This is an optimization exercise on Yosys and OpenROAD, whose aim is a short achievable clock period and few clock cycles, not a production implementation.
At most, simulation tests tie the RTL to the original design; equivalence was not proved.

==> inputs of lagoon <==
==> flow/design.v <==
package mips_pkg;
  localparam logic [5:0] OP_RTYPE = 6'h00;
  localparam logic [5:0] OP_J     = 6'h02;
  localparam logic [5:0] OP_BEQ   = 6'h04;
  localparam logic [5:0] OP_BNE   = 6'h05;
  localparam logic [5:0] OP_ADDI  = 6'h08;
  localparam logic [5:0] OP_SLTI  = 6'h0A;
  localparam logic [5:0] OP_ANDI  = 6'h0C;
  localparam logic [5:0] OP_ORI   = 6'h0D;
  localparam logic [5:0] OP_LW    = 6'h23;
  localparam logic [5:0] OP_SW    = 6'h2B;
  localparam logic [5:0] FN_SLL = 6'h00;
  localparam logic [5:0] FN_SRL = 6'h02;
  localparam logic [5:0] FN_ADD = 6'h20;
  localparam logic [5:0] FN_SUB = 6'h22;
  localparam logic [5:0] FN_AND = 6'h24;
  localparam logic [5:0] FN_OR  = 6'h25;
  localparam logic [5:0] FN_XOR = 6'h26;
  localparam logic [5:0] FN_NOR = 6'h27;
  localparam logic [5:0] FN_SLT = 6'h2A;
  typedef enum logic [2:0] {ST_FETCH, ST_DECODE, ST_EXEC, ST_MEM, ST_WB, ST_TRAP} state_t;
  typedef enum logic [3:0] {
    ALU_ADD, ALU_SUB, ALU_AND, ALU_OR, ALU_XOR, ALU_NOR, ALU_SLT, ALU_SLL, ALU_SRL
  } alu_op_t;
  typedef enum logic [1:0] {SRC_REG, SRC_SIMM, SRC_ZIMM} src_t;
  typedef struct packed {
    logic    valid;
    alu_op_t op;
    src_t    src;
    logic    wr_en;
    logic    wr_rt;
    logic    is_lw;
    logic    is_sw;
    logic    is_beq;
    logic    is_bne;
    logic    is_j;
  } ctrl_t;
  function automatic ctrl_t decode(input logic [5:0] opcode, input logic [5:0] funct);
    mips_pkg::ctrl_t c;
    c = '0;
    c.valid = 1'b1;
    c.op    = mips_pkg::ALU_ADD;
    c.src   = mips_pkg::SRC_REG;
    case (opcode)
      mips_pkg::OP_RTYPE: begin
        c.wr_en = 1'b1;
        case (funct)
          mips_pkg::FN_ADD:  c.op = mips_pkg::ALU_ADD;
          mips_pkg::FN_SUB:  c.op = mips_pkg::ALU_SUB;
          mips_pkg::FN_AND:  c.op = mips_pkg::ALU_AND;
          mips_pkg::FN_OR:   c.op = mips_pkg::ALU_OR;
          mips_pkg::FN_XOR:  c.op = mips_pkg::ALU_XOR;
          mips_pkg::FN_NOR:  c.op = mips_pkg::ALU_NOR;
          mips_pkg::FN_SLT:  c.op = mips_pkg::ALU_SLT;
          mips_pkg::FN_SLL:  c.op = mips_pkg::ALU_SLL;
          mips_pkg::FN_SRL:  c.op = mips_pkg::ALU_SRL;
          default: c.valid = 1'b0;
        endcase
      end
      mips_pkg::OP_ADDI: begin c.src = mips_pkg::SRC_SIMM; c.wr_en = 1'b1; c.wr_rt = 1'b1; end
      mips_pkg::OP_SLTI: begin c.op = mips_pkg::ALU_SLT; c.src = mips_pkg::SRC_SIMM; c.wr_en = 1'b1; c.wr_rt = 1'b1; end
      mips_pkg::OP_ANDI: begin c.op = mips_pkg::ALU_AND; c.src = mips_pkg::SRC_ZIMM; c.wr_en = 1'b1; c.wr_rt = 1'b1; end
      mips_pkg::OP_ORI:  begin c.op = mips_pkg::ALU_OR;  c.src = mips_pkg::SRC_ZIMM; c.wr_en = 1'b1; c.wr_rt = 1'b1; end
      mips_pkg::OP_LW:   begin c.src = mips_pkg::SRC_SIMM; c.wr_en = 1'b1; c.wr_rt = 1'b1; c.is_lw = 1'b1; end
      mips_pkg::OP_SW:   begin c.src = mips_pkg::SRC_SIMM; c.is_sw = 1'b1; end
      mips_pkg::OP_BEQ:  begin c.op = mips_pkg::ALU_SUB; c.is_beq = 1'b1; end
      mips_pkg::OP_BNE:  begin c.op = mips_pkg::ALU_SUB; c.is_bne = 1'b1; end
      mips_pkg::OP_J:    c.is_j = 1'b1;
      default: c.valid = 1'b0;
    endcase
    decode = c;
  endfunction
endpackage
module mips_alu
(
  input  logic signed [31:0] a,
  input  logic signed [31:0] b,
  input  mips_pkg::alu_op_t  op,
  input  logic        [4:0]  shamt,
  output logic signed [31:0] result,
  output logic               zero
);
  always_comb begin
    result = '0;
    case (op)
      mips_pkg::ALU_ADD: result = a + b;
      mips_pkg::ALU_SUB: result = a - b;
      mips_pkg::ALU_AND: result = a & b;
      mips_pkg::ALU_OR:  result = a | b;
      mips_pkg::ALU_XOR: result = a ^ b;
      mips_pkg::ALU_NOR: result = ~(a | b);
      mips_pkg::ALU_SLT: result = (a < b) ? 32'sd1 : 32'sd0;
      mips_pkg::ALU_SLL: result = $signed($unsigned(b) << shamt);
      mips_pkg::ALU_SRL: result = $signed($unsigned(b) >> shamt);
      default: result = '0;
    endcase
  end
  assign zero = (result == '0);
endmodule
module mips_multicycle_core
#(
  parameter int                ADDR_W   = 10,
  parameter logic [ADDR_W-1:0] RESET_PC = '0
) (
  input  logic              clk,
  input  logic              rst,
  input  logic              run,
  output logic              imem_req,
  output logic [ADDR_W-1:0] imem_addr,
  input  logic              imem_ready,
  input  logic [31:0]       imem_rdata,
  output logic              dmem_req,
  output logic              dmem_we,
  output logic [ADDR_W-1:0] dmem_addr,
  output logic [31:0]       dmem_wdata,
  input  logic              dmem_ready,
  input  logic [31:0]       dmem_rdata,
  input  logic [4:0]        dbg_sel,
  output logic [31:0]       dbg_reg,
  output logic [ADDR_W-1:0] dbg_pc,
  output logic              retire,
  output logic              halted
);
  mips_pkg::state_t             state;
  logic [ADDR_W-1:0]  pc;
  logic [31:0]        ir;
  logic [31:0]        rf [32];
  logic signed [31:0] a, b, simm, zimm, alu_out, mdr;
  logic signed [31:0] alu_b, alu_res;
  logic [4:0]         shamt, wr_idx;
  logic               alu_zero, take, fetch_pending;
  mips_pkg::ctrl_t              ctrl, dec;
  assign dec = mips_pkg::decode(ir[31:26], ir[5:0]);
  always_comb begin
    alu_b = b;
    case (ctrl.src)
      mips_pkg::SRC_SIMM: alu_b = simm;
      mips_pkg::SRC_ZIMM: alu_b = zimm;
      default:  alu_b = b;
    endcase
  end
  mips_alu u_alu (
    .a      (a),
    .b      (alu_b),
    .op     (ctrl.op),
    .shamt  (shamt),
    .result (alu_res),
    .zero   (alu_zero)
  );
  assign imem_req   = (state == mips_pkg::ST_FETCH) && (run || fetch_pending);
  assign imem_addr  = pc;
  assign dmem_req   = (state == mips_pkg::ST_MEM);
  assign dmem_we    = dmem_req && ctrl.is_sw;
  assign dmem_addr  = alu_out[ADDR_W-1:0];
  assign dmem_wdata = b;
  assign dbg_reg    = rf[dbg_sel];
  assign dbg_pc     = pc;
  assign retire     = (state == mips_pkg::ST_WB);
  assign halted     = (state == mips_pkg::ST_TRAP);
  always_ff @(posedge clk) begin
    if (rst) begin
      state         <= mips_pkg::ST_FETCH;
      pc            <= RESET_PC;
      fetch_pending <= 1'b0;
      for (int i = 0; i < 32; i++) rf[i] <= '0;
    end else begin
      case (state)
        mips_pkg::ST_FETCH: begin
          if (imem_req) begin
            if (imem_ready) begin
              ir            <= imem_rdata;
              pc            <= pc + ADDR_W'(1);
              fetch_pending <= 1'b0;
              state         <= mips_pkg::ST_DECODE;
            end else begin
              fetch_pending <= 1'b1;
            end
          end
        end
        mips_pkg::ST_DECODE: begin
          a      <= rf[ir[25:21]];
          b      <= rf[ir[20:16]];
          simm   <= {{16{ir[15]}}, ir[15:0]};
          zimm   <= {16'h0000, ir[15:0]};
          shamt  <= ir[10:6];
          ctrl   <= dec;
          wr_idx <= dec.wr_rt ? ir[20:16] : ir[15:11];
          state  <= dec.valid ? mips_pkg::ST_EXEC : mips_pkg::ST_TRAP;
        end
        mips_pkg::ST_EXEC: begin
          alu_out <= alu_res;
          take    <= (ctrl.is_beq && alu_zero) || (ctrl.is_bne && !alu_zero);
          state   <= (ctrl.is_lw || ctrl.is_sw) ? mips_pkg::ST_MEM : mips_pkg::ST_WB;
        end
        mips_pkg::ST_MEM: begin
          if (dmem_ready) begin
            mdr   <= dmem_rdata;
            state <= mips_pkg::ST_WB;
          end
        end
        mips_pkg::ST_WB: begin
          if (ctrl.wr_en && (wr_idx != 5'd0)) rf[wr_idx] <= ctrl.is_lw ? mdr : alu_out;
          if (ctrl.is_j)  pc <= ir[ADDR_W-1:0];
          else if (take)  pc <= pc + simm[ADDR_W-1:0];
          state <= mips_pkg::ST_FETCH;
        end
        default: state <= mips_pkg::ST_TRAP;
      endcase
    end
  end
endmodule
==> flow/run.sh <==
#!/bin/bash
# synth_recipe.tcl (not shown) runs the flow's synth.tcl, then flattens the netlist and writes it again
# the make line also repeats each setting of config.mk as NAME=value (left out here)
make -C /OpenROAD-flow-scripts/flow DESIGN_CONFIG=/design/flow/config.mk WORK_HOME=/design/flow/orfs CLKGATE_MAP_FILE= SYNTH_SCRIPT=/design/flow/synth_recipe.tcl finish
==> flow/config.mk <==
export PLATFORM = sky130hd
export DESIGN_NAME = mips_multicycle_core
export DESIGN_NICKNAME = mips_multicycle_core
export VERILOG_FILES = /design/flow/design.v
export SDC_FILE = /design/flow/constraint.sdc
export NUM_CORES = 4
export LEC_CHECK = 0
export CAP_MARGIN = 20
export CORE_MARGIN = 2
export CORE_UTILIZATION = 40
export PLACE_DENSITY = 0.6
export SLEW_MARGIN = 20
==> flow/constraint.sdc <==
create_clock -name core_clock -period 8.0 [get_ports {clk}]
set_input_delay 1.6000 -clock core_clock [delete_from_list [all_inputs] [get_ports {clk}]]
set_output_delay 1.6000 -clock core_clock [all_outputs]
set_load 0.01 [all_outputs]
==> maple: changes against lagoon <==
--- a/flow/design.v
+++ b/flow/design.v
@@ -122,90 +122,81 @@
   output logic              halted
 );
-  mips_pkg::state_t             state;
-  logic [ADDR_W-1:0]  pc;
+  logic [ADDR_W-1:0]  pc, pc1, btgt, npc;
   logic [31:0]        ir;
-  logic [31:0]        rf [32];
-  logic signed [31:0] a, b, simm, zimm, alu_out, mdr;
-  logic signed [31:0] alu_b, alu_res;
-  logic [4:0]         shamt, wr_idx;
-  logic               alu_zero, take, fetch_pending;
-  mips_pkg::ctrl_t              ctrl, dec;
-  assign dec = mips_pkg::decode(ir[31:26], ir[5:0]);
+  logic               ir_v, halt_r, trap;
+  logic [31:0]        r [1:31];
+  logic [31:0]        rfv [32];
+  logic signed [31:0] va, vb, alu_b, alu_res, simm, zimm;
+  logic [ADDR_W-1:0]  maddr;
+  logic [4:0]         wr_idx;
+  logic               alu_zero, take, exec, is_mem, done, wen;
+  mips_pkg::ctrl_t    dec;
   always_comb begin
-    alu_b = b;
-    case (ctrl.src)
+    rfv[0] = '0;
+    for (int i = 1; i < 32; i++) rfv[i] = r[i];
+  end
+  assign dec    = mips_pkg::decode(ir[31:26], ir[5:0]);
+  assign va     = rfv[ir[25:21]];
+  assign vb     = rfv[ir[20:16]];
+  assign simm   = {{16{ir[15]}}, ir[15:0]};
+  assign zimm   = {16'h0000, ir[15:0]};
+  assign wr_idx = dec.wr_rt ? ir[20:16] : ir[15:11];
+  always_comb begin
+    alu_b = vb;
+    case (dec.src)
       mips_pkg::SRC_SIMM: alu_b = simm;
       mips_pkg::SRC_ZIMM: alu_b = zimm;
-      default:  alu_b = b;
+      default:            alu_b = vb;
     endcase
   end
   mips_alu u_alu (
-    .a      (a),
+    .a      (va),
     .b      (alu_b),
-    .op     (ctrl.op),
-    .shamt  (shamt),
+    .op     (dec.op),
+    .shamt  (ir[10:6]),
     .result (alu_res),
     .zero   (alu_zero)
   );
-  assign imem_req   = (state == mips_pkg::ST_FETCH) && (run || fetch_pending);
-  assign imem_addr  = pc;
-  assign dmem_req   = (state == mips_pkg::ST_MEM);
-  assign dmem_we    = dmem_req && ctrl.is_sw;
-  assign dmem_addr  = alu_out[ADDR_W-1:0];
-  assign dmem_wdata = b;
-  assign dbg_reg    = rf[dbg_sel];
+  assign maddr  = va[ADDR_W-1:0] + ir[ADDR_W-1:0];
+  assign pc1    = pc + ADDR_W'(1);
+  assign btgt   = pc1 + ir[ADDR_W-1:0];
+  assign take   = (dec.is_beq && (va == vb)) || (dec.is_bne && (va != vb));
+  assign npc    = dec.is_j ? ir[ADDR_W-1:0] : (take ? btgt : pc1);
+  assign exec   = ir_v && dec.valid;
+  assign is_mem = dec.is_lw || dec.is_sw;
+  assign done   = !is_mem || dmem_ready;
+  assign wen    = dec.wr_en && (wr_idx != 5'd0);
+  assign trap       = ir_v && !dec.valid;
+  assign halted     = halt_r;
+  assign retire     = exec && done;
+  assign dmem_req   = exec && is_mem;
+  assign dmem_we    = exec && dec.is_sw;
+  assign dmem_addr  = maddr;
+  assign dmem_wdata = vb;
+  assign imem_req   = run && !trap && (!ir_v || done);
+  assign imem_addr  = ir_v ? npc : pc;
+  assign dbg_reg    = rfv[dbg_sel];
   assign dbg_pc     = pc;
-  assign retire     = (state == mips_pkg::ST_WB);
-  assign halted     = (state == mips_pkg::ST_TRAP);
   always_ff @(posedge clk) begin
     if (rst) begin
-      state         <= mips_pkg::ST_FETCH;
-      pc            <= RESET_PC;
-      fetch_pending <= 1'b0;
-      for (int i = 0; i < 32; i++) rf[i] <= '0;
+      pc     <= RESET_PC;
+      ir_v   <= 1'b0;
+      halt_r <= 1'b0;
+      for (int i = 1; i < 32; i++) r[i] <= '0;
     end else begin
-      case (state)
-        mips_pkg::ST_FETCH: begin
-          if (imem_req) begin
-            if (imem_ready) begin
-              ir            <= imem_rdata;
-              pc            <= pc + ADDR_W'(1);
-              fetch_pending <= 1'b0;
-              state         <= mips_pkg::ST_DECODE;
-            end else begin
-              fetch_pending <= 1'b1;
-            end
-          end
-        end
-        mips_pkg::ST_DECODE: begin
-          a      <= rf[ir[25:21]];
-          b      <= rf[ir[20:16]];
-          simm   <= {{16{ir[15]}}, ir[15:0]};
-          zimm   <= {16'h0000, ir[15:0]};
-          shamt  <= ir[10:6];
-          ctrl   <= dec;
-          wr_idx <= dec.wr_rt ? ir[20:16] : ir[15:11];
-          state  <= dec.valid ? mips_pkg::ST_EXEC : mips_pkg::ST_TRAP;
-        end
-        mips_pkg::ST_EXEC: begin
-          alu_out <= alu_res;
-          take    <= (ctrl.is_beq && alu_zero) || (ctrl.is_bne && !alu_zero);
-          state   <= (ctrl.is_lw || ctrl.is_sw) ? mips_pkg::ST_MEM : mips_pkg::ST_WB;
-        end
-        mips_pkg::ST_MEM: begin
-          if (dmem_ready) begin
-            mdr   <= dmem_rdata;
-            state <= mips_pkg::ST_WB;
-          end
-        end
-        mips_pkg::ST_WB: begin
-          if (ctrl.wr_en && (wr_idx != 5'd0)) rf[wr_idx] <= ctrl.is_lw ? mdr : alu_out;
-          if (ctrl.is_j)  pc <= ir[ADDR_W-1:0];
-          else if (take)  pc <= pc + simm[ADDR_W-1:0];
-          state <= mips_pkg::ST_FETCH;
-        end
-        default: state <= mips_pkg::ST_TRAP;
-      endcase
+      if (trap && !halt_r) begin
+        halt_r <= 1'b1;
+        pc     <= pc1;
+      end
+      if (retire) begin
+        pc <= npc;
+        if (wen) r[wr_idx] <= dec.is_lw ? dmem_rdata : alu_res;
+      end
+      if (imem_req && imem_ready) ir_v <= 1'b1;
+      else if (retire)            ir_v <= 1'b0;
     end
   end
+  always_ff @(posedge clk) begin
+    if (imem_req && imem_ready) ir <= imem_rdata;
+  end
 endmodule
Settings changed: ABC_CLOCK_PERIOD_IN_PS set to 3500, SETUP_SLACK_MARGIN set to 4.0.
==> results.txt <==
                                                                                       maple                     lagoon
Chip width                                                                            413.3 um                   444.3 um
Mux share of post-synthesis cell area                                                   3.368%                     31.89%
#FFs+latches synth                                                                        1036                       1232
Most common cell in the netlist                                        sky130_fd_sc_hd__nor2_1  sky130_fd_sc_hd__edfxtp_1
Standard-cell rows                                                                         150                        161
Run status                                                                      did not finish   timing/DRC/antenna clean
Stage where the flow stopped                                                    global routing                          -
Unique masters post-synth                                                                  111                         99
Synthesized cell area                                                             0.06703 mm^2               0.07755 mm^2
Share of synthesized cell area in and, or, nand and nor gates                           20.43%                     8.997%
Adder and majority gate portion of the synthesized area                                 2.677%                     1.820%
Sink count of the clock tree                                                              1036                       1232
Number of buffers added by the clock tree synthesis step                                   120                        141
Placement Cell Area                                                               0.07642 mm^2               0.08248 mm^2
Share of the synthesized area in the top cell type                                      45.88%                     47.17%
Buffers inserted during post-CTS setup optimization                                        307                          0
Seq/Total Area, Yosys                                                                   46.24%                     47.53%
DIE HEIGHT                                                                            413.3 um                   444.3 um
CTS-repair resized insts                                                                   506                          0
Post-Synthesis Cells                                                                      6816                       5606
Weighted congestion at the end of routability-driven global placement                    1.160                     0.9721
Placed cell count                                                                         9056                       7932
XOR/XNOR Fraction of Synth Area                                                         1.006%                    0.1468%
Hpwl dp                                                                               391.2 mm                   195.8 mm
Testbench counts of maple, summed over its fixed seeds: cycles 4,192.
Only the layout flow was run in lagoon; the RTL was not checked for function there.

## static timing again, ports no longer ideal
In the flow no input, the clock included, has a driving cell. The finished layout below was timed again as built, in two steps.
Step 1 sets driving cells, clkbuf_16 on the clock port and buf_2 on the other inputs (assumed; they add their load-dependent delay and slew).
Step 2 moves the port delays by t, midway between the first and last clock arrival at a register: inputs arrive t later, outputs are due t later. That takes back most of the time a late clock gives input paths.
Three values: ideal, step 1, step 2; two values: the first two.
run: lagoon
t, ns: 0.898
setup slack, ns: 1.083 / 1.083 / 1.083
worst hold slack (ns): 0.419 / 0.419 / 0.419
worst setup path at the end: register to register
After both steps setup and hold are still met in lagoon. The setup slack of lagoon moves by 0.000 ns with the drivers and by 0.000 ns with both steps.
